Background: an optimization exercise with open tools, aiming at small area. Do not read the settings as production practice. Function was checked by simulation only, so behaviour that the tests miss may differ from the original. No driver is modelled on the clock port, so clocking that relies on it looks cheaper here than on a real chip. Power and IR drop assume default switching activity.

==> design/flow/design.v <==
package rbms_pkg;
  localparam logic [15:0] INTERVAL_RESET = 16'd5000;
  localparam logic [31:0] LCG_SEED       = 32'd12345;
  localparam logic [31:0] LCG_KADD       = 32'hBFC0210D;
endpackage
module random_burst_motion_scheduler (
  input  logic              clk,
  input  logic              rst,
  input  logic              psel,
  input  logic              penable,
  input  logic              pwrite,
  input  logic [2:0]        paddr,
  input  logic [31:0]       pwdata,
  output logic [31:0]       prdata,
  output logic              pready,
  input  logic              in_valid,
  output logic              in_stall,
  input  logic [31:0]       now_ms,
  input  logic              report_ready,
  output logic              out_valid,
  input  logic              out_stall,
  output logic              send_move,
  output logic signed [4:0] delta_x,
  output logic signed [4:0] delta_y
);
  localparam logic [4:0] S_IDLE = 5'b00000, S_INIT = 5'b00001, S_P0   = 5'b00010,
                         S_ADD  = 5'b00011, S_FING = 5'b00100;
  localparam logic [4:0] S_LEN1 = 5'b01000, S_GP1D = 5'b01001, S_DX1  = 5'b01010,
                         S_DY1  = 5'b01011, S_RX1  = 5'b01100, S_RY1  = 5'b01101,
                         S_GP1Y = 5'b01110, S_GP1R = 5'b01111;
  localparam logic [4:0] S_GP1A = 5'b11001, S_DX1A = 5'b11010;
  localparam logic [4:0] S_LEN2 = 5'b10000, S_GAP2 = 5'b10001, S_DX2  = 5'b10010,
                         S_DY2  = 5'b10011, S_RX2  = 5'b10100, S_RY2  = 5'b10101;
  logic [4:0]  st;
  logic [4:0]  t;
  logic [31:0] L, N, CS;
  logic [15:0] BLK;
  logic [7:0]  OFF;
  logic [15:0] interval;
  logic [11:0] R;
  logic        rdy, ba, sat;
  assign ba = L[0];
  logic [4:1]  mc;
  logic        cD, gI, gB, gO, cW, cE;
  function automatic logic ge5(input logic [4:0] a, input logic [4:0] k);
    logic r;
    r = 1'b1;
    for (int i = 0; i < 5; i++) r = k[i] ? (a[i] & r) : (a[i] | r);
    ge5 = r;
  endfunction
  logic sp, pass1, pass2, s_idle, s_init, s_p0, s_add, s_fing, s_len1, duty;
  logic c_blk, c_off, c_dx, c_dy, c_m15, c_p1, c_any, t31, t4;
  logic [3:0] tl;
  assign t31    = (t == 5'd31);
  assign t4     = t[4];
  assign tl     = t[3:0];
  assign sp     = !st[4] & !st[3];
  assign pass1  = st[3];
  assign pass2  = st[4] & !st[3];
  assign s_idle = sp & (st[2:0] == 3'd0);
  assign s_init = sp & (st[2:0] == 3'd1);
  assign s_p0   = sp & (st[2:0] == 3'd2);
  assign s_add  = sp & (st[2:0] == 3'd3);
  assign s_fing = sp & st[2];
  assign s_len1 = pass1 & !st[4] & (st[2:0] == 3'd0);
  assign duty   = pass1 & !st[4] & !st[2] & !(st[1] & st[0]);
  assign c_blk  = s_add;
  assign c_off  = s_fing;
  assign c_dx   = pass1 & ((st[2:0] == 3'b011) | (st[2:0] == 3'b101));
  assign c_dy   = pass1 & st[2] & !(st[1:0] == 2'b01);
  assign c_m15  = pass1 & ((st[2:0] == 3'b011) | (st[2:0] == 3'b100) | (st[2:0] == 3'b110));
  assign c_p1   = pass1 & st[2] & st[0];
  assign c_any  = c_blk | c_off | c_dx | c_dy;
  logic apb_wr;
  assign apb_wr = psel && penable && pwrite && !paddr[2];
  assign pready = 1'b1;
  assign prdata = {16'b0, interval};
  logic acc;
  assign in_stall = !(s_idle && t31 && !out_valid && !apb_wr);
  assign acc      = in_valid && !in_stall && !rst;
  logic src0, b1, b2, b3, b4, y;
  logic s1, s2, s3, s4;
  logic m1, m2, m3, m4;
  assign src0 = pass2 ? N[0] : L[0];
  assign m1   = pass2 ? ge5(t, 5'd19) : ge5(t, 5'd6);
  assign m2   = ge5(t, 5'd15);
  assign m3   = pass2 ? ge5(t, 5'd2) : ge5(t, 5'd4);
  assign m4   = pass2 ? ge5(t, 5'd8) : ge5(t, 5'd22);
  assign b1   = s_add ? CS[0] : pass2 ? (m1 & N[13]) : (pass1 & m1 & L[26]);
  assign b2   = pass2 ? rbms_pkg::LCG_KADD[t] : (pass1 & m2 & L[17]);
  assign b3   = pass2 ? (m3 & ~N[30]) : (pass1 & m3 & ~L[28]);
  assign b4   = pass2 ? (m4 & ~N[24]) : (pass1 & m4 & ~L[10]);
  assign s1   = src0 ^ b1 ^ mc[1];
  assign s2   = s1 ^ b2 ^ mc[2];
  assign s3   = s2 ^ b3 ^ mc[3];
  assign s4   = s3 ^ b4 ^ mc[4];
  assign y    = s4;
  always_ff @(posedge clk) begin
    mc[1] <= !t31 & ((src0 & b1) | (src0 & mc[1]) | (b1 & mc[1]));
    mc[2] <= !t31 & ((s1 & b2) | (s1 & mc[2]) | (b2 & mc[2]));
    mc[3] <= !t31 & ((s2 & b3) | (s2 & mc[3]) | (b3 & mc[3]));
    mc[4] <= !t31 & ((s3 & b4) | (s3 & mc[4]) | (b4 & mc[4]));
  end
  logic t0, cDe, gIe, gBe, gOe, cWe, diff, blk_t, off_t;
  logic cD_n, gI_n, gB_n, gO_n, cW_n;
  assign t0    = (t == 5'd0);
  assign cDe   = t0 | cD;
  assign gIe   = t0 | gI;
  assign gBe   = t0 | gB;
  assign gOe   = t0 | gO;
  assign cWe   = !t0 & cW;
  logic t_lt8, t_lt12;
  assign t_lt8  = !t4 & !t[3];
  assign t_lt12 = !t4 & !(t[3] & t[2]);
  assign blk_t = t_lt12 & BLK[0];
  assign off_t = t_lt8 ? OFF[0] : (t_lt12 & BLK[4]);
  assign diff  = N[0] ^ !CS[0] ^ cDe;
  assign cD_n  = (N[0] & !CS[0]) | (N[0] & cDe) | (!CS[0] & cDe);
  assign gI_n  = (diff & !R[0])  | (diff & gIe) | (!R[0] & gIe);
  assign gB_n  = (diff & !blk_t) | (diff & gBe) | (!blk_t & gBe);
  assign gO_n  = (diff & !off_t) | (diff & gOe) | (!off_t & gOe);
  assign cW_n  = (CS[0] & off_t) | (CS[0] & cWe) | (off_t & cWe);
  always_ff @(posedge clk) begin
    cD <= cD_n;
    gI <= gI_n;
    gB <= gB_n;
    gO <= gO_n;
    cW <= cW_n;
  end
  logic el, wrap_now, ge_nm, mv, ba_n;
  assign el       = gI_n;
  assign wrap_now = !cD_n;
  assign ge_nm    = (cW_n & !wrap_now) | ((cW_n == wrap_now) & gO_n);
  assign mv       = el | (ba & ge_nm);
  assign ba_n     = el | (ba & !gB_n);
  logic ea, eb, cEe, sE;
  assign cEe = (tl != 4'd0) & cE;
  always_comb begin
    ea = 1'b0;
    eb = 1'b0;
    if (!t4) begin
      if (duty) begin
        ea = !s_len1 & diff;
        eb = 16'd50 >> tl;
      end else if (c_any) begin
        ea = R[0] & !(sat_e & c_off);
        if (c_blk)      eb = (sat_e ? 16'd64535 : 16'd1000) >> tl;
        else if (c_off) eb = off_t;
        else if (c_m15) eb = (sat_e ? 16'd18 : 16'd17) >> tl;
        else            eb = (sat_e ? 16'd30 : 16'd1) >> tl;
      end
    end
  end
  assign sE = ea ^ eb ^ cEe;
  always_ff @(posedge clk) cE <= (ea & eb) | (ea & cEe) | (eb & cEe);
  logic        it_on, rb, odd;
  logic [1:0]  spn;            
  logic [12:0] K, Kred, sumR, Rx;
  assign Rx = {1'b0, R};
  always_comb begin
    if (st[2])                 spn = 2'd3;
    else if (st[1])            spn = 2'd2;
    else                       spn = {1'b0, st[0]};
  end
  assign it_on = pass2 & t4 & (tl != 4'd0);
  assign rb    = it_on & L[31];
  assign odd   = R[0] ^ (rb & (spn[1] ^ spn[0]));
  always_comb begin
    case ({spn, rb, odd})
      4'b0001: Kred = 13'd2001;
      4'b0010: Kred = 13'd752;
      4'b0011: Kred = 13'd2753;
      4'b0101: Kred = 13'd151;
      4'b0110: Kred = 13'd1;
      4'b0111: Kred = 13'd152;
      4'b1001: Kred = 13'd31;
      4'b1010: Kred = 13'd1;
      4'b1011: Kred = 13'd32;
      4'b1101: Kred = 13'd3;
      4'b1110: Kred = 13'd2;
      4'b1111: Kred = 13'd5;
      default: Kred = 13'd0;
    endcase
  end
  always_comb begin
    K = 13'd0;
    if (acc)        K = {interval[11:0], 1'b0};
    else if (s_p0)  K = {delta_x[0], 12'b0};
    else if (it_on) K = Kred;
  end
  always_comb begin
    logic c;
    c = 1'b0;
    for (int i = 0; i < 13; i++) begin
      sumR[i] = Rx[i] ^ K[i] ^ c;
      c = (Rx[i] & K[i]) | (Rx[i] & c) | (K[i] & c);
    end
  end
  logic [11:0] Rn;
  logic        sat_n;
  assign Rn = sumR[12:1];
  logic        sat_e;
  always_comb begin
    if (c_blk)      sat_n = (R >= 12'd2001);
    else if (c_off) sat_n = R[7] & R[4] & R[2] & R[1] & R[0];
    else if (c_p1)  sat_n = R[2] | (R[1] & R[0]);
    else            sat_n = &R[4:0];
  end
  assign sat_e = t0 ? sat_n : sat;
  logic dx_sh, dy_sh, win5;
  assign win5  = (tl < 4'd5);
  assign dx_sh = win5 & !t4 & (s_p0 | c_dx);
  assign dy_sh = win5 & !t4 & (s_p0 | c_dy);
  always_ff @(posedge clk) begin
    L  <= {s_init ? rbms_pkg::LCG_SEED[t] : t31 ? (s_p0 ? ba_n : L[0]) :
           (pass2 | s_add) ? y : L[0], L[31:1]};
    CS <= {s_init ? 1'b0 : s_len1 ? N[0] : CS[0], CS[31:1]};
    N  <= ({32{acc}} & now_ms) | {pass1 ? y : (s_p0 | pass2) ? N[0] : 1'b0, N[31:1]};
    BLK <= {(c_blk & t_lt12) ? sE : BLK[0], BLK[15:5],
            ((duty | c_off) & !t_lt8 & t_lt12) ? sE : BLK[4], BLK[3:1]};
    OFF <= {((duty | c_off) & t_lt8) ? sE : OFF[0], OFF[7:1]};
    R <= sumR[12:1];
    if (t0) sat <= sat_n;
    if (acc) delta_x <= {1'b0, interval[15:12]};
    else if (dx_sh) delta_x <= {sE, delta_x[4:1]};
    if (dy_sh) delta_y <= {sE, delta_y[4:1]};
    if (acc) rdy <= report_ready;
  end
  logic bz;
  assign bz = (delta_x == 5'd0) && (Rn[4:0] == 5'd15);
  logic [4:0] t_inc;
  always_comb begin
    logic c;
    c = 1'b1;
    for (int i = 0; i < 5; i++) begin
      t_inc[i] = t[i] ^ c;
      c = t[i] & c;
    end
  end
  always_ff @(posedge clk) begin
    if (rst) begin
      st        <= S_INIT;
      t         <= 5'd0;
      interval  <= rbms_pkg::INTERVAL_RESET;
      out_valid <= 1'b0;
    end else begin
      t <= t_inc;
      if (apb_wr) interval <= pwdata[15:0];
      if (out_valid && !out_stall) out_valid <= 1'b0;
      if (acc) st <= S_P0;
      else if (t31) begin
        if (pass1) begin
          st <= {2'b10, (st[2:1] == 2'b11) ? 3'b001 : st[2:0]};
        end else if (pass2) begin
          case (st[2:0])
            3'b000:  st <= S_ADD;
            3'b001:  st <= S_FING;
            3'b010:  st <= S_DY1;
            3'b011:  st <= bz ? S_RX1 : S_GP1Y;
            3'b100:  st <= S_RY1;
            default: st <= S_GP1R;
          endcase
        end else if (s_init) begin
          st <= S_IDLE;
        end else if (s_p0) begin
          send_move <= mv & rdy;
          if (el)      st <= S_LEN1;
          else if (mv) st <= rdy ? S_DX1 : S_GP1D;
          else         st <= S_FING;
        end else if (s_add) begin
          st <= rdy ? S_DX1A : S_GP1A;
        end else if (s_fing) begin
          st        <= S_IDLE;
          out_valid <= 1'b1;
        end
      end
    end
  end
endmodule
==> design/flow/flow/run.sh <==
#!/bin/bash
# The standard ORFS layout, changed in two ways only: the port buffers use
# the smallest buffer cell, and the clock tree is built by flow/mct.tcl (a root
# clkbuf_8 on the clock port driving 12 clkbuf_8 leaves, each at the centroid
# of an equal share of the flip-flops) instead of TritonCTS's H-tree.
set -uo pipefail
here=$(pwd)
bash standard.sh \
  "BUFFER_PORTS_ARGS=-buffer_cell sky130_fd_sc_hd__buf_1" \
  "PRE_CTS_TCL=$here/flow/mct.tcl" \
  "CTS_ARGS=-clk_nets clk -dont_use_dummy_load" \
  finish > standard_sh.log 2>&1
status=$?
cp orfs/logs/*/random_burst_motion_scheduler/base/*.log . 2>/dev/null || true
exit $status
==> design/flow/flow/mct.tcl <==
# Manual clock tree: the flip-flops are split into n groups by recursive
# median bisection of their positions (alternating x and y); each group gets a
# leaf clock buffer at its centroid. Leaves hang off one root buffer driven by
# the clock port, so the port drives a single cell pin.
proc mct_split {mem axis ngroups} {
  if {$ngroups <= 1} { return [list $mem] }
  set idx [expr {$axis == 0 ? 1 : 2}]
  set s [lsort -integer -index $idx $mem]
  set ga [expr $ngroups / 2]
  set gb [expr $ngroups - $ga]
  set h [expr ([llength $s] * $ga) / $ngroups]
  set a [lrange $s 0 [expr $h - 1]]
  set b [lrange $s $h end]
  return [concat [mct_split $a [expr 1 - $axis] $ga] [mct_split $b [expr 1 - $axis] $gb]]
}
proc build_manual_clock_tree {levels leafcell rootcell} {
  set block [ord::get_db_block]
  set db [ord::get_db]
  set clknet [$block findNet clk]
  set lmaster [$db findMaster $leafcell]
  set rmaster [$db findMaster $rootcell]
  set mem {}
  foreach it [$clknet getITerms] {
    set b [[$it getInst] getBBox]
    lappend mem [list $it [expr ([$b xMin]+[$b xMax])/2] [expr ([$b yMin]+[$b yMax])/2]]
  }
  set groups [mct_split $mem 0 $levels]
  set rnet [odb::dbNet_create $block "clknet_root"]
  $rnet setSigType CLOCK
  set k 0; set ax 0; set ay 0
  foreach g $groups {
    set cx 0; set cy 0
    foreach m $g { incr cx [lindex $m 1]; incr cy [lindex $m 2] }
    set n [llength $g]
    set cx [expr $cx / $n]; set cy [expr $cy / $n]
    incr ax $cx; incr ay $cy
    set inst [odb::dbInst_create $block $lmaster "clkbuf_leaf_$k"]
    set net [odb::dbNet_create $block "clknet_leaf_$k"]
    $net setSigType CLOCK
    $inst setLocation $cx $cy
    $inst setPlacementStatus PLACED
    foreach m $g { set it [lindex $m 0]; $it disconnect; $it connect $net }
    [$inst findITerm A] connect $rnet
    [$inst findITerm X] connect $net
    puts "leaf clock buffer $k: $n sinks at $cx $cy"
    incr k
  }
  set root [odb::dbInst_create $block $rmaster "clkbuf_root"]
  $root setLocation [expr $ax / $k] [expr $ay / $k]
  $root setPlacementStatus PLACED
  [$root findITerm A] connect $clknet
  [$root findITerm X] connect $rnet
}

# ORFS sources this file before its CTS step (PRE_CTS_TCL); clock_tree_synthesis
# is then told to handle only the port net, which now has a single sink.
build_manual_clock_tree 12 sky130_fd_sc_hd__clkbuf_8 sky130_fd_sc_hd__clkbuf_8
==> design/flow/standard.sh <==
#!/bin/bash
# synth_recipe.tcl (not shown) runs the flow's synth.tcl, then flattens the netlist and writes it again
# the make line also repeats each setting of config.mk as NAME=value (left out here)
make -C /OpenROAD-flow-scripts/flow DESIGN_CONFIG=/design/flow/config.mk WORK_HOME=/design/flow/orfs CLKGATE_MAP_FILE= SYNTH_SCRIPT=/design/flow/synth_recipe.tcl "${@:-finish}"
==> design/flow/config.mk <==
export PLATFORM = sky130hd
export DESIGN_NAME = random_burst_motion_scheduler
export DESIGN_NICKNAME = random_burst_motion_scheduler
export VERILOG_FILES = /design/flow/design.v
export SDC_FILE = /design/flow/constraint.sdc
export NUM_CORES = 4
export LEC_CHECK = 0
export ABC_AREA = 1
export CAP_MARGIN = 20
export CORE_MARGIN = 2
export CORE_UTILIZATION = 70
export SLEW_MARGIN = 20
==> design/flow/constraint.sdc <==
create_clock -name core_clock -period 8.0 [get_ports {clk}]
set_input_delay 1.6000 -clock core_clock [delete_from_list [all_inputs] [get_ports {clk}]]
set_output_delay 1.6000 -clock core_clock [all_outputs]
set_load 0.01 [all_outputs]
==> impl_metrics.env, run 1 <==
export IMPL_max_slew_margin=0.595
export IMPL_antenna_cell_count=0
export IMPL_final_layout_size_suffix_gt1_frac=0.0587
export IMPL_worst_ep_required_time_ns=8.34
export IMPL_count_of_port_buffers_added_during_placement=85
export IMPL_worstPathArrival_ns=6.84
export IMPL_die_width_um=101
export IMPL_area_growth_syn_to_layout_pct=7.41
export IMPL_worst_slew_pin_transition_ns=0.608
export IMPL_die_h_um=101
export IMPL_first_global_vias=4676
export IMPL_power_density_mw_per_mm2=203
export IMPL_maxClockFrequency_mhz=154
export IMPL_setup_slack_of_the_most_critical_reg_to_reg_path_ns=1.76
export IMPL_routed_wire_length_per_instance_um=15.0
export IMPL_rsz_0062_raised_after_global_routing="no"
export IMPL_pnr_worst_setup_slack_ns=1.50
export IMPL_clkLatencyLatePin_ns=0.43
export IMPL_die_area_sq_mm=0.0102
export IMPL_remaining_overflow_grt=0
export IMPL_cts_repair_resized=0
export IMPL_dr_first_iter_drc_count=306
export IMPL_netlist_top_cells_area="sky130_fd_sc_hd__dfxtp_1, sky130_fd_sc_hd__nand2_1, sky130_fd_sc_hd__fa_1"
export IMPL_synthesis_warning_total=1
export IMPL_hpwl_um=10100
export IMPL_cts_hold_bufs=0
export IMPL_grt_util_all_layers=0.264
export IMPL_coreArea_sq_mm=0.00920
export IMPL_initial_utilization=0.716
export IMPL_worst_hold_slack_ns=0.327
export IMPL_ys_seq_area_frac=0.570
export IMPL_grt_first_pass_wirelength_um=21800
export IMPL_max_cap_violations=0
export IMPL_share_of_flip_flops_with_an_asynchronous_set_or_reset_after_synthesis=0
export IMPL_report_final_hold_viol_count=0
export IMPL_cts_reportedPaths_clkPinSlew_ns=0.10
export IMPL_finalClockSkew_ns=0.0159
export IMPL_post_layout_total_power_mw=1.44
export IMPL_gp_congestion=0.963
export IMPL_cp_max_fo=46
export IMPL_synth_instances=700
export IMPL_finalMaxSlewViolations=0
export IMPL_leading_area_contributor_after_synthesis="sky130_fd_sc_hd__dfxtp_1"
export IMPL_cellLeakagePower_nw=3.31
export IMPL_number_of_nets_in_the_final_layout=890
export IMPL_preCtsSetupSlack_ns=1.04
export IMPL_placementRows=35
export IMPL_dominantRegCellSynth="sky130_fd_sc_hd__dfxtp_1"
export IMPL_hold_path_class="register to register"
export IMPL_route_detailed_drc=0
export IMPL_synth_cell_type_count=41
export IMPL_number_of_enable_flip_flop_cells_after_synthesis=11
export IMPL_setup_tns_ns=0
export IMPL_route_antenna_remaining_nets=0
export IMPL_peakVddDrop_uv=164
export IMPL_cts_setup_buffers=0
export IMPL_dr_total_vias=4863
export IMPL_top_cells_by_instance_count_after_synthesis="sky130_fd_sc_hd__dfxtp_1, sky130_fd_sc_hd__nand2_1, sky130_fd_sc_hd__inv_1, sky130_fd_sc_hd__nor2_1, sky130_fd_sc_hd__a21oi_1"
export IMPL_finalCriticalPeriod_ns=6.50
export IMPL_grt_max_degree=47
export IMPL_start_kind="input port"
export IMPL_synth_area_per_cell_sq_um=9.41
export IMPL_yosys_register_bits=182
export IMPL_part_of_the_cycle_the_worst_path_needs=0.813
export IMPL_yosysMostFrequentCell="sky130_fd_sc_hd__dfxtp_1"
export IMPL_area_share_of_the_largest_cell_type_after_synthesis=0.520
export IMPL_crit_path_kind="input port to register"
export IMPL_drt_wl_total_um=13400
export IMPL_finalSetupViolations=0
export IMPL_floorplan_io_pins=121
export IMPL_first_pass_iters=5
export IMPL_viasPerCell=5.44
export IMPL_synth_cell_area_sq_mm=0.00659
export IMPL_cp_end_kind="register"
export IMPL_run_status="no timing/DRC/antenna violations"
export IMPL_antenna_found_initial=0
cell type report:
class | count | area (sq um)
Sequential cell | 182 | 3750
Multi-Input combinational cell | 414 | 2340
Fill cell | 692 | 2120
Timing Repair Buffer | 87 | 334
Inverter | 87 | 327
Buffer | 13 | 179
Tap cell | 111 | 139
layer usage:
| layer | vias to the layer above | wire (um) | track usage |
|---|---|---|---|
| li1 | 2351 | - | - |
| met1 | 2256 | 5730 | 0.350 |
| met2 | 221 | 6270 | 0.453 |
| met3 | 35 | 1050 | 0.0472 |
| met4 | 0 | 358 | 0.0644 |
| met5 | - | 0 | 0 |
path summary, 6_finish.rpt:
check / start / end / depth (start not counted)
min: OFF[4]$_DFF_P_ / OFF[3]$_DFF_P_ / 0
max reg2reg: st[3]$_SDFFE_PP0N_ / R[10]$_DFF_P_ / 24
max: pwrite / R[10]$_DFF_P_ / 23
min reg2reg: OFF[4]$_DFF_P_ / OFF[3]$_DFF_P_ / 0
cells in the final DEF (no fill, tap or decap), types with 2 or more instances in the layout:
cell                       netlist  final
sky130_fd_sc_hd__nor3_1          4      4
sky130_fd_sc_hd__a21o_1         31     31
sky130_fd_sc_hd__inv_1          66     66
sky130_fd_sc_hd__a31oi_1         5      5
sky130_fd_sc_hd__a211oi_1        3      3
sky130_fd_sc_hd__o31ai_1         3      3
sky130_fd_sc_hd__o21ai_1        12     12
sky130_fd_sc_hd__nand3_2         2      2
sky130_fd_sc_hd__conb_1          2     17
sky130_fd_sc_hd__nor2_2          4      4
sky130_fd_sc_hd__o211ai_1        2      2
sky130_fd_sc_hd__nand4_1         4      4
sky130_fd_sc_hd__nand2_1       127    127
sky130_fd_sc_hd__ha_1           13     13
sky130_fd_sc_hd__buf_4          17      2
sky130_fd_sc_hd__dfxtp_1       171    171
sky130_fd_sc_hd__nor2_1         66     66
sky130_fd_sc_hd__or2_1           2      2
sky130_fd_sc_hd__clkbuf_8        0     13
sky130_fd_sc_hd__nand3_1        30     30
sky130_fd_sc_hd__edfxtp_1       11     11
sky130_fd_sc_hd__buf_1           0     85
sky130_fd_sc_hd__inv_2          21     21
sky130_fd_sc_hd__o22ai_1         3      3
sky130_fd_sc_hd__o21ai_0        24     24
sky130_fd_sc_hd__a21oi_1        32     32
sky130_fd_sc_hd__fa_1           17     17
critical path, cell delays in order:
cell	delay [ns]
sky130_fd_sc_hd__buf_1	0.07
sky130_fd_sc_hd__inv_1	0.04
sky130_fd_sc_hd__nor2_1	0.03
sky130_fd_sc_hd__and3_1	0.33
sky130_fd_sc_hd__nor4_4	0.25
sky130_fd_sc_hd__nand3_1	0.10
sky130_fd_sc_hd__buf_4	0.19
sky130_fd_sc_hd__inv_2	0.06
sky130_fd_sc_hd__buf_4	0.38
sky130_fd_sc_hd__nand2_1	0.11
sky130_fd_sc_hd__o21ai_0	0.14
sky130_fd_sc_hd__fa_1	0.24
sky130_fd_sc_hd__fa_1	0.18
sky130_fd_sc_hd__fa_1	0.17
sky130_fd_sc_hd__inv_1	0.05
sky130_fd_sc_hd__fa_1	0.38
sky130_fd_sc_hd__fa_1	0.39
sky130_fd_sc_hd__fa_1	0.38
sky130_fd_sc_hd__fa_1	0.39
sky130_fd_sc_hd__fa_1	0.40
sky130_fd_sc_hd__fa_1	0.40
sky130_fd_sc_hd__fa_1	0.50
sky130_fd_sc_hd__inv_1	0.05
power breakdown:
group	switching [mW]	internal [mW]
clock	0.248	0.145
combinational	0.0455	0.0246
sequential	0.0189	0.956
kinds of logic (layout without fill, tap and decap cells):
logic type | after synthesis | count (layout) | synth area share
muxes | 1 | 1 | 0.00152
DFF | 182 | 182 | 0.570
xor gates and xnor gates | 1 | 1 | 0.00133
other | 2 | 17 | 0.00114
and+or+nand+nor | 246 | 246 | 0.158
buffers and inverters | 119 | 187 | 0.0830
adders and majority gates | 30 | 30 | 0.0764
AOI/OAI and AO/OA | 119 | 119 | 0.109
state kept, by name, summed over array words and instances (netlist names), 4 cells and up:
| register | cells |
|---|---|
| BLK | 16 |
| CS | 32 |
| L | 32 |
| N | 32 |
| OFF | 8 |
| R | 12 |
| delta_x | 5 |
| delta_y | 5 |
| interval | 16 |
| mc | 4 |
| st | 5 |
| t | 5 |
through the flow:
| step | util | area, sq um | std cells |
|---|---|---|---|
| floorplan | - | 6640 | 715 |
| global placement | 0.750 | 6900 | 881 |
| detailed placement | 0.750 | 6900 | 881 |
| CTS | 0.769 | 7080 | 894 |
| global route | 0.769 | 7080 | 894 |
| finish | 0.769 | 7080 | 894 |
==> run 2, diff against run 1 <==
==> design/flow/flow/run.sh (replaced) <==
#!/bin/bash
# The standard ORFS layout, changed in three ways only: the port buffers use
# the smallest buffer cell; the clock tree is built by flow/mct.tcl (a root
# clkbuf_8 on the clock port driving 12 clkbuf_8 leaves, each at the centroid
# of an equal share of the flip-flops) instead of TritonCTS's H-tree; and the
# constant outputs keep one shared tie cell (no tie fanout repair).
set -uo pipefail
here=$(pwd)
bash standard.sh \
  "BUFFER_PORTS_ARGS=-buffer_cell sky130_fd_sc_hd__buf_1" \
  "SKIP_REPAIR_TIE_FANOUT=1" \
  "PRE_CTS_TCL=$here/flow/mct.tcl" \
  "CTS_ARGS=-clk_nets clk -dont_use_dummy_load" \
  finish > standard_sh.log 2>&1
status=$?
cp orfs/logs/*/random_burst_motion_scheduler/base/*.log . 2>/dev/null || true
exit $status
==> run 2 against run 1 <==
  * Still clean on timing, DRC and antenna
  * Sequential power barely moved
  * Combinational power barely moved
  * Synthesized cell count did not move
  * Worst setup slack gained 0.13 ns
  * Sequential share of layout area grew 0.37 points
  * Die area unchanged
  * Utilization shrank 0.53 points
  * Final area shrank 0.69%
  * Global-route usage shrank 0.79 points
  * Critical path type unchanged
  * Largest cell class unchanged
==> impl_metrics.env, run 2 <==
export IMPL_worst_slew_pin_transition_ns=0.631
export IMPL_finalCriticalPeriod_ns=6.37
export IMPL_setup_tns_ns=0
export IMPL_area_share_of_the_largest_cell_type_after_synthesis=0.520
export IMPL_count_of_port_buffers_added_during_placement=85
export IMPL_dr_first_iter_drc_count=324
export IMPL_cts_setup_buffers=0
export IMPL_hold_path_class="register to register"
export IMPL_grt_met1_usage=0.342
export IMPL_initial_utilization=0.716
export IMPL_pnr_worst_setup_slack_ns=1.63
export IMPL_grt_util_met2=0.438
export IMPL_antenna_cell_count=0
export IMPL_globalRoute_busiestLayer="met2"
export IMPL_worstPathArrival_ns=6.70
export IMPL_critical_path_top_delay_family="adder cells"
export IMPL_synthesis_warning_total=1
export IMPL_die_area_sq_mm=0.0102
export IMPL_cts_hold_bufs=0
export IMPL_power_density_mw_per_mm2=205
export IMPL_placementRows=35
export IMPL_peakVddDrop_uv=168
export IMPL_netlist_top_cells_area="sky130_fd_sc_hd__dfxtp_1, sky130_fd_sc_hd__nand2_1, sky130_fd_sc_hd__fa_1"
export IMPL_synth_area_per_cell_sq_um=9.41
export IMPL_crit_path_max_incr_delay_ns=0.50
export IMPL_grt_first_pass_wirelength_um=21100
export IMPL_viasPerCell=5.41
export IMPL_maxClockFrequency_mhz=157
export IMPL_cellLeakagePower_nw=3.27
export IMPL_grt_max_degree=40
export IMPL_dominantRegCellSynth="sky130_fd_sc_hd__dfxtp_1"
export IMPL_finalMaxSlewViolations=0
export IMPL_yosysMostFrequentCell="sky130_fd_sc_hd__dfxtp_1"
export IMPL_route_antenna_remaining_nets=0
export IMPL_cp_max_fo=18
export IMPL_worst_hold_slack_ns=0.332
export IMPL_cts_reportedPaths_clkPinSlew_ns=0.09
export IMPL_largestRegisters="CS x32, L x32, N x32"
export IMPL_routed_wire_length_per_instance_um=15.0
export IMPL_grt_util_all_layers=0.256
export IMPL_hpwl_um=9810
export IMPL_part_of_the_cycle_the_worst_path_needs=0.797
export IMPL_preCtsSetupSlack_ns=1.20
export IMPL_floorplan_io_pins=121
export IMPL_mostFrequentLayoutCell="sky130_fd_sc_hd__dfxtp_1"
export IMPL_ys_seq_area_frac=0.570
export IMPL_synth_cell_type_count=41
export IMPL_cts_repair_resized=0
export IMPL_grt_util_met3=0.0381
export IMPL_coreArea_sq_mm=0.00920
export IMPL_most_common_layout_cells="sky130_fd_sc_hd__dfxtp_1, sky130_fd_sc_hd__nand2_1, sky130_fd_sc_hd__buf_1"
export IMPL_fillCellCount=665
export IMPL_die_h_um=101
export IMPL_start_kind="input port"
export IMPL_antenna_found_initial=0
export IMPL_first_global_vias=4593
export IMPL_gp_congestion=0.981
export IMPL_run_status="no timing/DRC/antenna violations"
export IMPL_share_of_flip_flops_with_an_asynchronous_set_or_reset_after_synthesis=0
export IMPL_worst_ep_required_time_ns=8.33
export IMPL_final_layout_size_suffix_gt1_frac=0.0611
export IMPL_number_of_enable_flip_flop_cells_after_synthesis=11
export IMPL_final_core_util=0.764
export IMPL_max_cap_violations=0
export IMPL_leading_area_contributor_after_synthesis="sky130_fd_sc_hd__dfxtp_1"
export IMPL_finalClockSkew_ns=0.0154
export IMPL_die_width_um=101
export IMPL_number_of_nets_in_the_final_layout=876
export IMPL_crit_path_kind="input port to register"
export IMPL_dr_total_vias=4757
export IMPL_top_cells_by_instance_count_after_synthesis="sky130_fd_sc_hd__dfxtp_1, sky130_fd_sc_hd__nand2_1, sky130_fd_sc_hd__inv_1, sky130_fd_sc_hd__nor2_1, sky130_fd_sc_hd__a21oi_1"
export IMPL_cp_end_kind="register"
export IMPL_rsz_0062_raised_after_global_routing="no"
export IMPL_area_growth_syn_to_layout_pct=6.67
export IMPL_drt_wl_total_um=13200
export IMPL_synth_instances=700
export IMPL_finalSetupViolations=0
export IMPL_clkLatencyLatePin_ns=0.43
export IMPL_yosys_register_bits=182
export IMPL_report_final_hold_viol_count=0
export IMPL_synth_cell_area_sq_mm=0.00659
export IMPL_route_detailed_drc=0
export IMPL_path_cells="buf_1 -> inv_1 -> nor2_1 -> and3_1 -> nor4_4 -> nand3_1 -> buf_4 -> inv_2 -> nand2_1 -> o21ai_0 -> fa_1 -> fa_1 -> fa_1 -> fa_1 -> inv_1 -> fa_1 -> fa_1 -> fa_1 -> fa_1 -> fa_1 -> fa_1 -> fa_1 -> inv_1"
export IMPL_worst_path_buf_inv=6
export IMPL_critPathSlowestCell="sky130_fd_sc_hd__fa_1"
export IMPL_first_pass_iters=6
export IMPL_crit_path_frequent_cell="sky130_fd_sc_hd__fa_1"
export IMPL_max_slew_margin=0.579
export IMPL_remaining_overflow_grt=0
[run 2: cell counts after synthesis]
Identical to the previous run, type by type.
[run 2: where the power goes]
part | internal (mW) | switching, mW
logic | 0.0249 | 0.0451
registers | 0.956 | 0.0190
clock network | 0.146 | 0.252
[run 2: worst paths after layout]
kind         cells after the start          startpoint        endpoint  slack [ns]
max                             23              pwrite   R[10]$_DFF_P_        1.63
min                              0      CS[22]$_DFF_P_  CS[21]$_DFF_P_        0.33
max reg2reg                     24  st[3]$_SDFFE_PP0N_   R[10]$_DFF_P_        1.70
min reg2reg                      0      CS[22]$_DFF_P_  CS[21]$_DFF_P_        0.33
[run 2: final cells by class]
cell class,count,area [sq um],share of cell area
Sequential cell,182,3750,0.534
Multi-Input combinational cell,399,2290,0.325
Timing Repair Buffer,88,342,0.0486
Inverter,87,327,0.0465
Buffer,13,179,0.0255
Tap cell,111,139,0.0198
[run 2: stage by stage]
stage / cells / cell area (sq um) / total power, mW
global placement: 867 / 6850 / 1.06
detailed placement: 867 / 6850 / 1.07
floorplan: 700 / 6590 / 1.04
global route: 880 / 7030 / 1.49
finish: 880 / 7030 / 1.44
CTS: 880 / 7030 / 1.37
[run 2: routing by layer]
| metal | share of wire | vias up |
|---|---|---|
| met3 | 0.075 | 32 |
| met1 | 0.43 | 2181 |
| met4 | 0.025 | 0 |
| met5 | 0 | - |
| met2 | 0.47 | 207 |
| li1 | - | 2337 |
[run 2: cells by family (layout without fill, tap and decap cells)]
group | count (synthesis) | after routing | share of synthesized area
and+or+nand+nor | 246 | 246 | 0.158
other | 2 | 2 | 0.00114
muxes | 1 | 1 | 0.00152
buffers and inverters | 119 | 188 | 0.0830
xor gates and xnor gates | 1 | 1 | 0.00133
DFF | 182 | 182 | 0.570
AOI/OAI and AO/OA | 119 | 119 | 0.109
adders and majority gates | 30 | 30 | 0.0764
==> run 3, diff against run 2 <==
--- a/design/flow/design.v
+++ b/design/flow/design.v
@@ -39,6 +39,7 @@
   logic [15:0] interval;
   logic [11:0] R;
   logic        rdy, ba, sat;
+  assign rdy = send_move;
   assign ba = L[0];
   logic [4:1]  mc;
   logic        cD, gI, gB, gO, cW, cE;
@@ -224,7 +225,6 @@
     if (acc) delta_x <= {1'b0, interval[15:12]};
     else if (dx_sh) delta_x <= {sE, delta_x[4:1]};
     if (dy_sh) delta_y <= {sE, delta_y[4:1]};
-    if (acc) rdy <= report_ready;
   end
   logic bz;
   assign bz = (delta_x == 5'd0) && (Rn[4:0] == 5'd15);
@@ -247,7 +247,10 @@
       t <= t_inc;
       if (apb_wr) interval <= pwdata[15:0];
       if (out_valid && !out_stall) out_valid <= 1'b0;
-      if (acc) st <= S_P0;
+      if (acc) begin
+        st        <= S_P0;
+        send_move <= report_ready;
+      end
       else if (t31) begin
         if (pass1) begin
           st <= {2'b10, (st[2:1] == 2'b11) ? 3'b001 : st[2:0]};
==> run 3 against run 2 <==
  * Highest routed layer unchanged
  * Critical path type is now register to register
  * Critical endpoint is now R[11]$_DFF_P_
  * Clock power up 1%
  * Cell count decreased by 1.1%
  * Combinational power down 7.6%
  * Still clean on timing, DRC and antenna
  * Wire length up 8.1%
  * Register-to-register slack lost 0.41 ns
  * Via count is 1.6% higher
==> impl_metrics.env, run 3 <==
export IMPL_run_status="no timing/DRC/antenna violations"
export IMPL_number_of_enable_flip_flop_cells_after_synthesis=10
export IMPL_synthesis_warning_total=1
export IMPL_rsz_0062_raised_after_global_routing="no"
export IMPL_gp_congestion=0.897
export IMPL_top_cells_by_instance_count_after_synthesis="sky130_fd_sc_hd__dfxtp_1, sky130_fd_sc_hd__nand2_1, sky130_fd_sc_hd__inv_1"
export IMPL_preCtsSetupSlack_ns=1.29
export IMPL_drt_wl_total_um=14200
export IMPL_max_slew_margin=0.577
export IMPL_first_global_vias=4805
export IMPL_dp_cells=857
export IMPL_floorplan_io_pins=121
export IMPL_worstPathArrival_ns=7.09
export IMPL_power_density_mw_per_mm2=206
export IMPL_antenna_cell_count=0
export IMPL_finalSetupViolations=0
export IMPL_route_antenna_remaining_nets=0
export IMPL_cp_end_kind="register"
export IMPL_hpwl_um=10600
export IMPL_finalClockSkew_ns=0.0170
export IMPL_synth_instances=692
export IMPL_peakVddDrop_uv=166
export IMPL_cts_setup_buffers=0
export IMPL_initial_utilization=0.716
export IMPL_critical_path_top_delay_family="adder cells"
export IMPL_crit_path_kind="register to register"
export IMPL_cts_hold_bufs=0
export IMPL_worst_ep_required_time_ns=8.37
export IMPL_worst_path_buf_inv=5
export IMPL_cellLeakagePower_nw=3.22
export IMPL_synth_cell_area_sq_mm=0.00656
export IMPL_dr_first_iter_drc_count=357
export IMPL_synth_cell_type_count=39
export IMPL_final_layout_size_suffix_gt1_frac=0.0408
export IMPL_post_layout_total_power_mw=1.44
export IMPL_coreArea_sq_mm=0.00915
export IMPL_synth_area_per_cell_sq_um=9.47
export IMPL_grt_util_all_layers=0.283
export IMPL_grt_max_degree=41
export IMPL_leading_area_contributor_after_synthesis="sky130_fd_sc_hd__dfxtp_1"
export IMPL_viasPerCell=5.55
export IMPL_routed_wire_length_per_instance_um=16.4
export IMPL_cts_repair_resized=0
export IMPL_part_of_the_cycle_the_worst_path_needs=0.839
export IMPL_first_pass_iters=5
export IMPL_clkLatencyLatePin_ns=0.45
export IMPL_cts_reportedPaths_clkPinSlew_ns=0.10
export IMPL_report_final_hold_viol_count=0
export IMPL_area_growth_syn_to_layout_pct=6.58
export IMPL_start_kind="register"
export IMPL_antenna_found_initial=0
export IMPL_crit_path_frequent_cell="sky130_fd_sc_hd__fa_1"
export IMPL_count_of_port_buffers_added_during_placement=85
export IMPL_most_common_layout_cells="sky130_fd_sc_hd__dfxtp_1, sky130_fd_sc_hd__nand2_1, sky130_fd_sc_hd__buf_1"
export IMPL_post_layout_nonfiller_instances=870
export IMPL_die_area_sq_mm=0.0102
export IMPL_yosys_register_bits=181
export IMPL_die_width_um=101
export IMPL_max_cap_violations=0
export IMPL_netlist_top_cells_area="sky130_fd_sc_hd__dfxtp_1, sky130_fd_sc_hd__nand2_1, sky130_fd_sc_hd__fa_1"
export IMPL_share_of_flip_flops_with_an_asynchronous_set_or_reset_after_synthesis=0
export IMPL_dominantRegCellSynth="sky130_fd_sc_hd__dfxtp_1"
export IMPL_route_detailed_drc=0
export IMPL_final_core_util=0.764
export IMPL_number_of_nets_in_the_final_layout=866
export IMPL_crit_path_max_incr_delay_ns=0.54
export IMPL_critPathSlowestCell="sky130_fd_sc_hd__dfxtp_1"
export IMPL_placementRows=35
export IMPL_finalCriticalPeriod_ns=6.71
export IMPL_mostFrequentLayoutCell="sky130_fd_sc_hd__dfxtp_1"
export IMPL_yosysMostFrequentCell="sky130_fd_sc_hd__dfxtp_1"
export IMPL_grt_first_pass_wirelength_um=22900
export IMPL_ys_seq_area_frac=0.568
export IMPL_largestRegisters="CS x32, L x32, N x32"
export IMPL_dr_total_vias=4832
export IMPL_setup_tns_ns=0
export IMPL_remaining_overflow_grt=0
export IMPL_finalMaxSlewViolations=0
export IMPL_die_h_um=101
export IMPL_area_share_of_the_largest_cell_type_after_synthesis=0.522
export IMPL_hold_path_class="register to register"
export IMPL_pnr_worst_setup_slack_ns=1.29
export IMPL_maxClockFrequency_mhz=149
export IMPL_worst_slew_pin_transition_ns=0.628
export IMPL_cp_max_fo=11
==> run 3: changes by cell type after synthesis, sizes merged, moves of 3 or more <==
cell    before  now
nand2      128  124
nor2        71   67
clkbuf       6   10
nor3         4    7
a21oi       32   29
o21ai       36   40
inv         87   78
==> run 3: power breakdown <==
part	internal, mW	total, mW	leakage [nW]	switching, mW
registers	0.951	0.970	1.48	0.0191
clock network	0.145	0.402	0.0935	0.256
logic	0.0226	0.0647	1.65	0.0421
==> run 3: final timing paths <==
| path | startpoint | endpoint | slack [ns] | depth (start not counted) |
|---|---|---|---|---|
| worst max register to register | st[3]$_SDFFE_PP0N_ | R[11]$_DFF_P_ | 1.29 | 25 |
| worst min-delay path | L[7]$_DFF_P_ | L[6]$_DFF_P_ | 0.33 | 0 |
| worst max-delay path | st[3]$_SDFFE_PP0N_ | R[11]$_DFF_P_ | 1.29 | 25 |
| worst min register to register | L[7]$_DFF_P_ | L[6]$_DFF_P_ | 0.33 | 0 |
==> run 3: routing by layer <==
metal  global-route usage  share of wire  vias to the layer above
met1                0.357           0.41                     2227
met4                0.105          0.039                        0
li1                     -              -                     2334
met2                0.493           0.48                      221
met5                    0              0                        -
met3               0.0430          0.066                       50
==> run 3: worst reg2reg max path, delay by kind of cell, from the launching register on <==
| family | cells | cell delay, ns |
|---|---|---|
| simple gates | 5 | 0.97 |
| compound gates | 2 | 0.22 |
| xor+xnor | 1 | 0.18 |
| buf+inv | 5 | 0.93 |
| fa+ha+maj | 12 | 3.82 |
| flops | 1 | 0.54 |
==> run 3: logic make-up (layout without fill, tap and decap cells) <==
logic type               Yosys count  after routing  synth area share
XOR/XNOR                           1              1           0.00134
buffers and inverters            113            180            0.0800
multiplexers                       1              1           0.00153
flip-flops                       181            181             0.568
AO/OA/AOI/OAI                    126            126             0.119
adder cells (fa/ha/maj)           30             30            0.0767
other                              2              2           0.00115
AND/OR/NAND/NOR                  238            238             0.152
==> run 3: layout make-up <==
class	instances	area (sq um)
plain buffers	13	179
fillers	658	2160
inverters	79	297
multi-input cells	398	2310
flip-flops and latches	181	3720
well taps	111	139
repair buffers	88	342
==> run 3: stage by stage <==
step,hold slack (ns),instance area [sq um]
final,0.328,6990
after global routing,0.336,6990
after CTS,0.312,6990
after detailed placement,0.312,6810
after global placement,0.310,6810
after floorplan,0.310,6560
==> run 4, diff against run 3 <==
--- a/design/flow/design.v
+++ b/design/flow/design.v
@@ -1,7 +1,7 @@
 package rbms_pkg;
   localparam logic [15:0] INTERVAL_RESET = 16'd5000;
   localparam logic [31:0] LCG_SEED       = 32'd12345;
-  localparam logic [31:0] LCG_KADD       = 32'hBFC0210D;
+  localparam logic [31:0] LCG_INC        = 32'd12345;
 endpackage
 module random_burst_motion_scheduler (
   input  logic              clk,
@@ -88,9 +88,9 @@
   assign m3   = pass2 ? ge5(t, 5'd2) : ge5(t, 5'd4);
   assign m4   = pass2 ? ge5(t, 5'd8) : ge5(t, 5'd22);
   assign b1   = s_add ? CS[0] : pass2 ? (m1 & N[13]) : (pass1 & m1 & L[26]);
-  assign b2   = pass2 ? rbms_pkg::LCG_KADD[t] : (pass1 & m2 & L[17]);
-  assign b3   = pass2 ? (m3 & ~N[30]) : (pass1 & m3 & ~L[28]);
-  assign b4   = pass2 ? (m4 & ~N[24]) : (pass1 & m4 & ~L[10]);
+  assign b2   = pass2 ? rbms_pkg::LCG_INC[t] : (pass1 & m2 & L[17]);
+  assign b3   = !(pass2 ? (m3 & N[30]) : (pass1 & m3 & L[28]));
+  assign b4   = !(pass2 ? (m4 & N[24]) : (pass1 & m4 & L[10]));
   assign s1   = src0 ^ b1 ^ mc[1];
   assign s2   = s1 ^ b2 ^ mc[2];
   assign s3   = s2 ^ b3 ^ mc[3];
@@ -99,8 +99,8 @@
   always_ff @(posedge clk) begin
     mc[1] <= !t31 & ((src0 & b1) | (src0 & mc[1]) | (b1 & mc[1]));
     mc[2] <= !t31 & ((s1 & b2) | (s1 & mc[2]) | (b2 & mc[2]));
-    mc[3] <= !t31 & ((s2 & b3) | (s2 & mc[3]) | (b3 & mc[3]));
-    mc[4] <= !t31 & ((s3 & b4) | (s3 & mc[4]) | (b4 & mc[4]));
+    mc[3] <= t31 | ((s2 & b3) | (s2 & mc[3]) | (b3 & mc[3]));
+    mc[4] <= t31 | ((s3 & b4) | (s3 & mc[4]) | (b4 & mc[4]));
   end
   logic t0, cDe, gIe, gBe, gOe, cWe, diff, blk_t, off_t;
   logic cD_n, gI_n, gB_n, gO_n, cW_n;
==> run 4 against run 3 <==
  * Still clean
  * Final area shrank 0.97%
  * Synthesized area decreased by 0.97%
  * Largest power group unchanged
  * Highest routed layer unchanged
  * Via count down 1.7%
  * Critical path type is now input port to register
==> impl_metrics.env, run 4 <==
export IMPL_run_status="no timing/DRC/antenna violations"
export IMPL_die_width_um=100
export IMPL_yosysMostFrequentCell="sky130_fd_sc_hd__dfxtp_1"
export IMPL_worst_slew_pin_transition_ns=0.801
export IMPL_coreArea_sq_mm=0.00911
export IMPL_viasPerCell=5.49
export IMPL_setup_tns_ns=0
export IMPL_cp_max_fo=48
export IMPL_max_slew_margin=0.461
export IMPL_crit_path_max_incr_delay_ns=0.49
export IMPL_finalMaxSlewViolations=0
export IMPL_worst_path_buf_inv=5
export IMPL_top_cells_by_instance_count_after_synthesis="sky130_fd_sc_hd__dfxtp_1, sky130_fd_sc_hd__nand2_1, sky130_fd_sc_hd__inv_1"
export IMPL_crit_path_frequent_cell="sky130_fd_sc_hd__fa_1"
export IMPL_area_share_of_the_largest_cell_type_after_synthesis=0.527
export IMPL_grt_first_pass_wirelength_um=21300
export IMPL_route_antenna_remaining_nets=0
export IMPL_placed_cell_area_sq_mm=0.00674
export IMPL_area_growth_syn_to_layout_pct=6.59
export IMPL_cellLeakagePower_nw=3.23
export IMPL_placementRows=35
export IMPL_cts_setup_buffers=0
export IMPL_remaining_overflow_grt=0
export IMPL_cts_hold_bufs=0
export IMPL_clkLatencyLatePin_ns=0.43
export IMPL_cts_reportedPaths_clkPinSlew_ns=0.10
export IMPL_path_cells="buf_1 -> inv_1 -> nor2_1 -> and3_1 -> nor4_4 -> nand2_2 -> nor2_4 -> buf_4 -> nand2_1 -> o21ai_0 -> fa_1 -> fa_1 -> fa_1 -> inv_1 -> fa_1 -> fa_1 -> fa_1 -> fa_1 -> fa_1 -> fa_1 -> fa_1 -> inv_1"
export IMPL_dominantRegCellSynth="sky130_fd_sc_hd__dfxtp_1"
export IMPL_hpwl_um=9960
export IMPL_synth_xor_area_share=0.00135
export IMPL_dr_total_vias=4751
export IMPL_synth_cell_type_count=40
export IMPL_synth_compound_gate_area_share=0.111
export IMPL_synth_adder_area_share=0.0717
export IMPL_number_of_nets_in_the_final_layout=858
export IMPL_drt_wl_total_um=13300
export IMPL_pnr_worst_setup_slack_ns=1.57
export IMPL_synth_cell_area_sq_mm=0.00649
export IMPL_first_pass_iters=5
export IMPL_preCtsSetupSlack_ns=1.12
export IMPL_antenna_cell_count=0
export IMPL_final_layout_size_suffix_gt1_frac=0.0411
export IMPL_synth_area_per_cell_sq_um=9.45
export IMPL_count_of_port_buffers_added_during_placement=85
export IMPL_leading_area_contributor_after_synthesis="sky130_fd_sc_hd__dfxtp_1"
export IMPL_cts_repair_resized=0
export IMPL_most_common_layout_cells="sky130_fd_sc_hd__dfxtp_1, sky130_fd_sc_hd__nand2_1, sky130_fd_sc_hd__buf_1"
export IMPL_grt_util_all_layers=0.262
export IMPL_power_density_mw_per_mm2=206
export IMPL_grt_met1_usage=0.346
export IMPL_rsz_0062_raised_after_global_routing="no"
export IMPL_peakVddDrop_uv=174
export IMPL_grt_util_met3=0.0348
export IMPL_synth_instances=687
export IMPL_critical_path_top_delay_family="adder cells"
export IMPL_finalSetupViolations=0
export IMPL_globalRoute_busiestLayer="met2"
export IMPL_largest_family_of_logic_cells_by_synthesized_area="simple AND/OR/NAND/NOR gates"
export IMPL_maxClockFrequency_mhz=156
export IMPL_number_of_enable_flip_flop_cells_after_synthesis=10
export IMPL_grt_util_met2=0.447
export IMPL_finalClockSkew_ns=0.0169
export IMPL_cp_end_kind="register"
export IMPL_critPathSlowestCell="sky130_fd_sc_hd__fa_1"
export IMPL_worstPathArrival_ns=6.77
export IMPL_first_global_vias=4586
export IMPL_hold_path_class="register to register"
export IMPL_initial_utilization=0.713
export IMPL_gp_congestion=0.942
export IMPL_max_cap_violations=0
export IMPL_floorplan_io_pins=121
export IMPL_cell_area_after_layout_sq_mm=0.00692
export IMPL_grt_max_degree=49
export IMPL_share_of_flip_flops_with_an_asynchronous_set_or_reset_after_synthesis=0
export IMPL_finalCriticalPeriod_ns=6.43
export IMPL_mostFrequentLayoutCell="sky130_fd_sc_hd__dfxtp_1"
export IMPL_largestRegisters="CS x32, L x32, N x32"
export IMPL_dr_first_iter_drc_count=253
export IMPL_synthesis_warning_total=1
export IMPL_netlist_top_cells_area="sky130_fd_sc_hd__dfxtp_1, sky130_fd_sc_hd__nand2_1, sky130_fd_sc_hd__fa_1"
export IMPL_start_kind="input port"
export IMPL_yosys_register_bits=181
export IMPL_route_detailed_drc=0
export IMPL_crit_path_kind="input port to register"
export IMPL_routed_wire_length_per_instance_um=15.4
export IMPL_ys_seq_area_frac=0.574
export IMPL_die_h_um=100
export IMPL_report_final_hold_viol_count=0
export IMPL_die_area_sq_mm=0.0101
export IMPL_worst_ep_required_time_ns=8.35
export IMPL_antenna_found_initial=0
export IMPL_synth_simple_area_share=0.156
export IMPL_part_of_the_cycle_the_worst_path_needs=0.804
export IMPL_synth_mux_area_fraction=0
run 4: cell types whose count changed in the layout (fill, tap and decap cells not counted), moves of 4 or more:
cell,change
sky130_fd_sc_hd__a21oi_1,-5
sky130_fd_sc_hd__a31oi_1,-4
sky130_fd_sc_hd__inv_1,+9
sky130_fd_sc_hd__nor2_1,-8
sky130_fd_sc_hd__o21ai_0,+6
sky130_fd_sc_hd__o21ai_1,+5
sky130_fd_sc_hd__o21ai_2,-4
run 4: cell type report:
class	instances	area [sq um]
Fill cell	664	2190
Sequential cell	181	3720
Timing Repair Buffer	86	327
Buffer	13	179
Multi-Input combinational cell	385	2220
Inverter	89	334
Tap cell	111	139
run 4: cells by family after synthesis:
kind of cell    count (synthesis)
simple gates                  236
flops                         181
buf+inv                       121
compound gates                119
fa+ha+maj                      27
other cells                     2
xor+xnor                        1
run 4: through the flow:
stage	util	total power [mW]	instances	hold slack, ns
2_1_floorplan	-	1.02	687	0.310
4_1_cts	0.760	1.36	865	0.312
5_1_grt	0.760	1.48	865	0.336
6_report	0.760	1.42	865	0.331
3_3_place_gp	0.740	1.04	852	0.310
3_5_place_dp	0.740	1.05	852	0.312
run 4: path summary, 6_finish.rpt:
check / from / end / slack (ns) / cells after the start
setup / recovery: pwrite / R[10]$_DFF_P_ / 1.57 / 22
hold / removal: BLK[11]$_DFF_P_ / BLK[10]$_DFF_P_ / 0.33 / 0
setup reg to reg: st[3]$_SDFFE_PP0N_ / R[10]$_DFF_P_ / 1.61 / 24
hold reg to reg: BLK[11]$_DFF_P_ / BLK[10]$_DFF_P_ / 0.33 / 0
run 4: metal layers:
metal  part of all wire  up-vias
met3              0.077       49
li1                   -     2294
met2               0.46      223
met5                  0        -
met4              0.043        0
met1               0.42     2185
run 4: where the power goes:
group	total (mW)	internal, mW	switching, mW
registers	0.969	0.951	0.0178
clock network	0.396	0.145	0.250
logic	0.0595	0.0205	0.0389
total	1.42	1.12	0.307
==> run 5, diff against run 4 <==
--- a/design/flow/flow/run.sh
+++ b/design/flow/flow/run.sh
@@ -1,7 +1,7 @@
 #!/bin/bash
 # The standard ORFS layout, changed in three ways only: the port buffers use
 # the smallest buffer cell; the clock tree is built by flow/mct.tcl (a root
-# clkbuf_8 on the clock port driving 12 clkbuf_8 leaves, each at the centroid
+# clkbuf_8 on the clock port driving 11 clkbuf_8 leaves, each at the centroid
 # of an equal share of the flip-flops) instead of TritonCTS's H-tree; and the
 # constant outputs keep one shared tie cell (no tie fanout repair).
 set -uo pipefail
--- a/design/flow/flow/mct.tcl
+++ b/design/flow/flow/mct.tcl
@@ -54,4 +54,4 @@
 
 # ORFS sources this file before its CTS step (PRE_CTS_TCL); clock_tree_synthesis
 # is then told to handle only the port net, which now has a single sink.
-build_manual_clock_tree 12 sky130_fd_sc_hd__clkbuf_8 sky130_fd_sc_hd__clkbuf_8
+build_manual_clock_tree 11 sky130_fd_sc_hd__clkbuf_8 sky130_fd_sc_hd__clkbuf_8
==> run 5 against run 4 <==
  * Synthesized area stayed put
  * Global-route usage is 0.66 points higher
  * Combinational power hardly changed
  * Largest cell class unchanged
  * Final area is 0.20% lower
  * First-iteration DRC count is 2.8% higher
  * Still clean on timing, DRC and antenna
  * Clock skew is 0.0023 ns lower
  * Via count hardly changed
==> impl_metrics.env, run 5 <==
export IMPL_setup_tns_ns=0
export IMPL_count_of_port_buffers_added_during_placement=85
export IMPL_path_cells="buf_1 -> inv_1 -> nor2_1 -> and3_1 -> nor4_4 -> nand2_2 -> nor2_4 -> buf_4 -> nand2_1 -> o21ai_0 -> fa_1 -> fa_1 -> fa_1 -> inv_1 -> fa_1 -> fa_1 -> fa_1 -> fa_1 -> fa_1 -> fa_1 -> fa_1 -> inv_1"
export IMPL_synth_compound_gate_area_share=0.111
export IMPL_met3_wirelength_um=1000
export IMPL_cp_max_fo=48
export IMPL_routed_wire_length_per_instance_um=15.6
export IMPL_most_common_layout_cells="sky130_fd_sc_hd__dfxtp_1, sky130_fd_sc_hd__nand2_1, sky130_fd_sc_hd__buf_1"
export IMPL_dr_total_vias=4754
export IMPL_yosys_register_bits=181
export IMPL_final_layout_size_suffix_gt1_frac=0.0398
export IMPL_worstPathArrival_ns=6.79
export IMPL_netSwitchingPower_uw=307
export IMPL_area_growth_syn_to_layout_pct=6.38
export IMPL_grt_max_degree=49
export IMPL_cellLeakagePower_nw=3.23
export IMPL_power_switching_share=0.217
export IMPL_intPower_mw=1.11
export IMPL_yosysMostFrequentCell="sky130_fd_sc_hd__dfxtp_1"
export IMPL_antenna_found_initial=0
export IMPL_dominantRegCellSynth="sky130_fd_sc_hd__dfxtp_1"
export IMPL_synth_simple_area_share=0.156
export IMPL_peakVddDrop_uv=151
export IMPL_synth_instances=687
export IMPL_share_of_flip_flops_with_an_asynchronous_set_or_reset_after_synthesis=0
export IMPL_worst_hold_slack_ns=0.329
export IMPL_first_global_vias=4644
export IMPL_crit_path_frequent_cell="sky130_fd_sc_hd__fa_1"
export IMPL_cp_end_kind="register"
export IMPL_finalMaxSlewViolations=0
export IMPL_drt_wl_total_um=13500
export IMPL_crit_path_kind="input port to register"
export IMPL_rsz_0062_raised_after_global_routing="no"
export IMPL_combinationalPowerShare=0.042
export IMPL_synth_xor_area_share=0.00135
export IMPL_gp_congestion=0.942
export IMPL_max_cap_violations=0
export IMPL_clkLatencyLatePin_ns=0.43
export IMPL_viasPerCell=5.50
export IMPL_synth_mux_area_fraction=0
export IMPL_power_density_mw_per_mm2=205
export IMPL_synthesis_warning_total=1
export IMPL_report_final_hold_viol_count=0
export IMPL_placementRows=35
export IMPL_run_status="no timing/DRC/antenna violations"
export IMPL_synth_adder_area_share=0.0717
export IMPL_finalCriticalPeriod_ns=6.45
export IMPL_dp_cells=852
export IMPL_largest_family_of_logic_cells_by_synthesized_area="simple AND/OR/NAND/NOR gates"
export IMPL_finalSetupViolations=0
export IMPL_synth_cell_area_sq_mm=0.00649
export IMPL_leading_area_contributor_after_synthesis="sky130_fd_sc_hd__dfxtp_1"
export IMPL_route_detailed_drc=0
export IMPL_initial_utilization=0.713
export IMPL_top_layer_used="met4"
export IMPL_ys_seq_area_frac=0.574
export IMPL_grt_first_pass_wirelength_um=21800
export IMPL_number_of_nets_in_the_final_layout=857
export IMPL_start_kind="input port"
export IMPL_die_width_um=100
export IMPL_synth_cell_type_count=40
export IMPL_critPathSlowestCell="sky130_fd_sc_hd__fa_1"
export IMPL_post_layout_nonfiller_instances=864
export IMPL_max_slew_margin=0.471
export IMPL_cts_reportedPaths_clkPinSlew_ns=0.11
export IMPL_fillCellCount=662
export IMPL_sequentialPowerShare=0.686
export IMPL_top_cells_by_instance_count_after_synthesis="sky130_fd_sc_hd__dfxtp_1, sky130_fd_sc_hd__nand2_1, sky130_fd_sc_hd__inv_1"
export IMPL_cts_repair_resized=0
export IMPL_grt_util_all_layers=0.269
export IMPL_maxClockFrequency_mhz=155
export IMPL_remaining_overflow_grt=0
export IMPL_part_of_the_cycle_the_worst_path_needs=0.806
export IMPL_cts_setup_buffers=0
export IMPL_part_of_the_total_power_dissipated_in_the_clock_network=0.272
export IMPL_netlist_top_cells_area="sky130_fd_sc_hd__dfxtp_1, sky130_fd_sc_hd__nand2_1, sky130_fd_sc_hd__fa_1"
export IMPL_hpwl_um=9960
export IMPL_first_pass_iters=5
export IMPL_route_antenna_remaining_nets=0
export IMPL_wl_met2_um=6430
export IMPL_dr_first_iter_drc_count=260
export IMPL_worst_slew_pin_transition_ns=0.787
export IMPL_worst_ep_required_time_ns=8.34
export IMPL_floorplan_io_pins=121
export IMPL_die_area_sq_mm=0.0101
export IMPL_finalClockSkew_ns=0.0147
export IMPL_preCtsSetupSlack_ns=1.12
export IMPL_synth_area_per_cell_sq_um=9.45
export IMPL_area_share_of_the_largest_cell_type_after_synthesis=0.527
export IMPL_wirelength_met1_um=5630
export IMPL_pnr_worst_setup_slack_ns=1.55
export IMPL_crit_path_max_incr_delay_ns=0.49
export IMPL_coreArea_sq_mm=0.00911
export IMPL_mostFrequentLayoutCell="sky130_fd_sc_hd__dfxtp_1"
export IMPL_largestRegisters="CS x32, L x32, N x32"
export IMPL_antenna_cell_count=0
export IMPL_hold_path_class="register to register"
export IMPL_cts_hold_bufs=0
export IMPL_die_h_um=100
export IMPL_number_of_enable_flip_flop_cells_after_synthesis=10
## run 5: cell counts after synthesis
Identical to the previous run, type by type.
## run 5: cell type report
type	count	area [sq um]	area share
Buffer	12	165	0.0239
Inverter	89	334	0.0484
Sequential cell	181	3720	0.539
Multi-Input combinational cell	385	2220	0.321
Tap cell	111	139	0.0201
Timing Repair Buffer	86	327	0.0473
## run 5: kinds of logic (layout without fill, tap and decap cells)
kind of cell | Yosys count | in the layout
AOI/OAI and AO/OA | 119 | 119
xor gates and xnor gates | 1 | 1
adders and majority gates | 27 | 27
buffers and inverters | 121 | 187
DFF | 181 | 181
other | 2 | 2
and+or+nand+nor | 236 | 236
## run 5: power by group through the flow
stage,registers [mW],clock network (mW),logic [mW]
2_1_floorplan,0.984,0,0.0400
3_3_place_gp,0.989,0,0.0547
3_5_place_dp,0.990,0,0.0578
4_1_cts,0.992,0.293,0.0585
5_1_grt,0.975,0.427,0.0660
6_report,0.970,0.385,0.0595
## run 5: worst max-delay path, delay by kind of cell
family / cells / cell delay (ns)
adder cells (fa/ha/maj): 10 / 3.45
AND/OR/NAND/NOR: 6 / 0.99
buffers and inverters: 5 / 0.61
AO/OA/AOI/OAI: 1 / 0.13
## run 5: path summary, 6_finish.rpt
path | cells after the start | slack, ns | startpoint | endpoint
worst min register to register | 0 | 0.33 | L[9]$_DFF_P_ | L[8]$_DFF_P_
worst max-delay path | 22 | 1.55 | pwrite | R[10]$_DFF_P_
worst max register to register | 24 | 1.60 | st[3]$_SDFFE_PP0N_ | R[10]$_DFF_P_
worst min-delay path | 0 | 0.33 | L[9]$_DFF_P_ | L[8]$_DFF_P_
## run 5: metrics by stage
step | total power, mW | instance area [sq um] | util
3_3_place_gp | 1.04 | 6740 | 0.740
6_report | 1.41 | 6910 | 0.758
4_1_cts | 1.34 | 6910 | 0.758
3_5_place_dp | 1.05 | 6740 | 0.740
5_1_grt | 1.47 | 6910 | 0.758
2_1_floorplan | 1.02 | 6490 | -
## run 5: metal layers
metal	vias to the layer above	global-route usage
li1	2290	-
met1	2209	0.348
met2	214	0.464
met3	41	0.0432
met4	0	0.0854
met5	-	0

afterwards: timing with drivers on the ports:
The flow's constraints put no driver on any port. The routed layouts listed below were extracted and timed again, unchanged, in two steps.
Step 1: set_driving_cell puts a clkbuf_16 on clk and a buf_2 on each other input, an assumption about the parent block.
Step 2 also shifts input and output timing later by t, the mid clock arrival at the registers, as if the neighbouring blocks saw the same clock.
Slacks: ideal ports / drivers / drivers and shift; pairs: ideal ports / drivers.
run	shift t [ns]	setup WS [ns]	slew at the worst register clock pin (ns)	worst data-port slew with drivers (ns)	cell pins on the clock port's net
run 1	0.462	1.499 / 1.513 / 1.051	0.10 / 0.10	0.04	1
run 2	0.459	1.626 / 1.641 / 1.182	0.10 / 0.10	0.04	1
run 3	0.477	1.286 / 1.286 / 1.277	0.10 / 0.10	0.04	1
run 4	0.463	1.571 / 1.588 / 1.126	0.10 / 0.10	0.04	1
run 5	0.461	1.552 / 1.569 / 1.108	0.11 / 0.11	0.04	1
After both steps setup and hold are still met in every run listed. For run 1, which loses most, drivers alone change the setup slack by +0.014 ns; drivers and shift together by -0.448 ns.
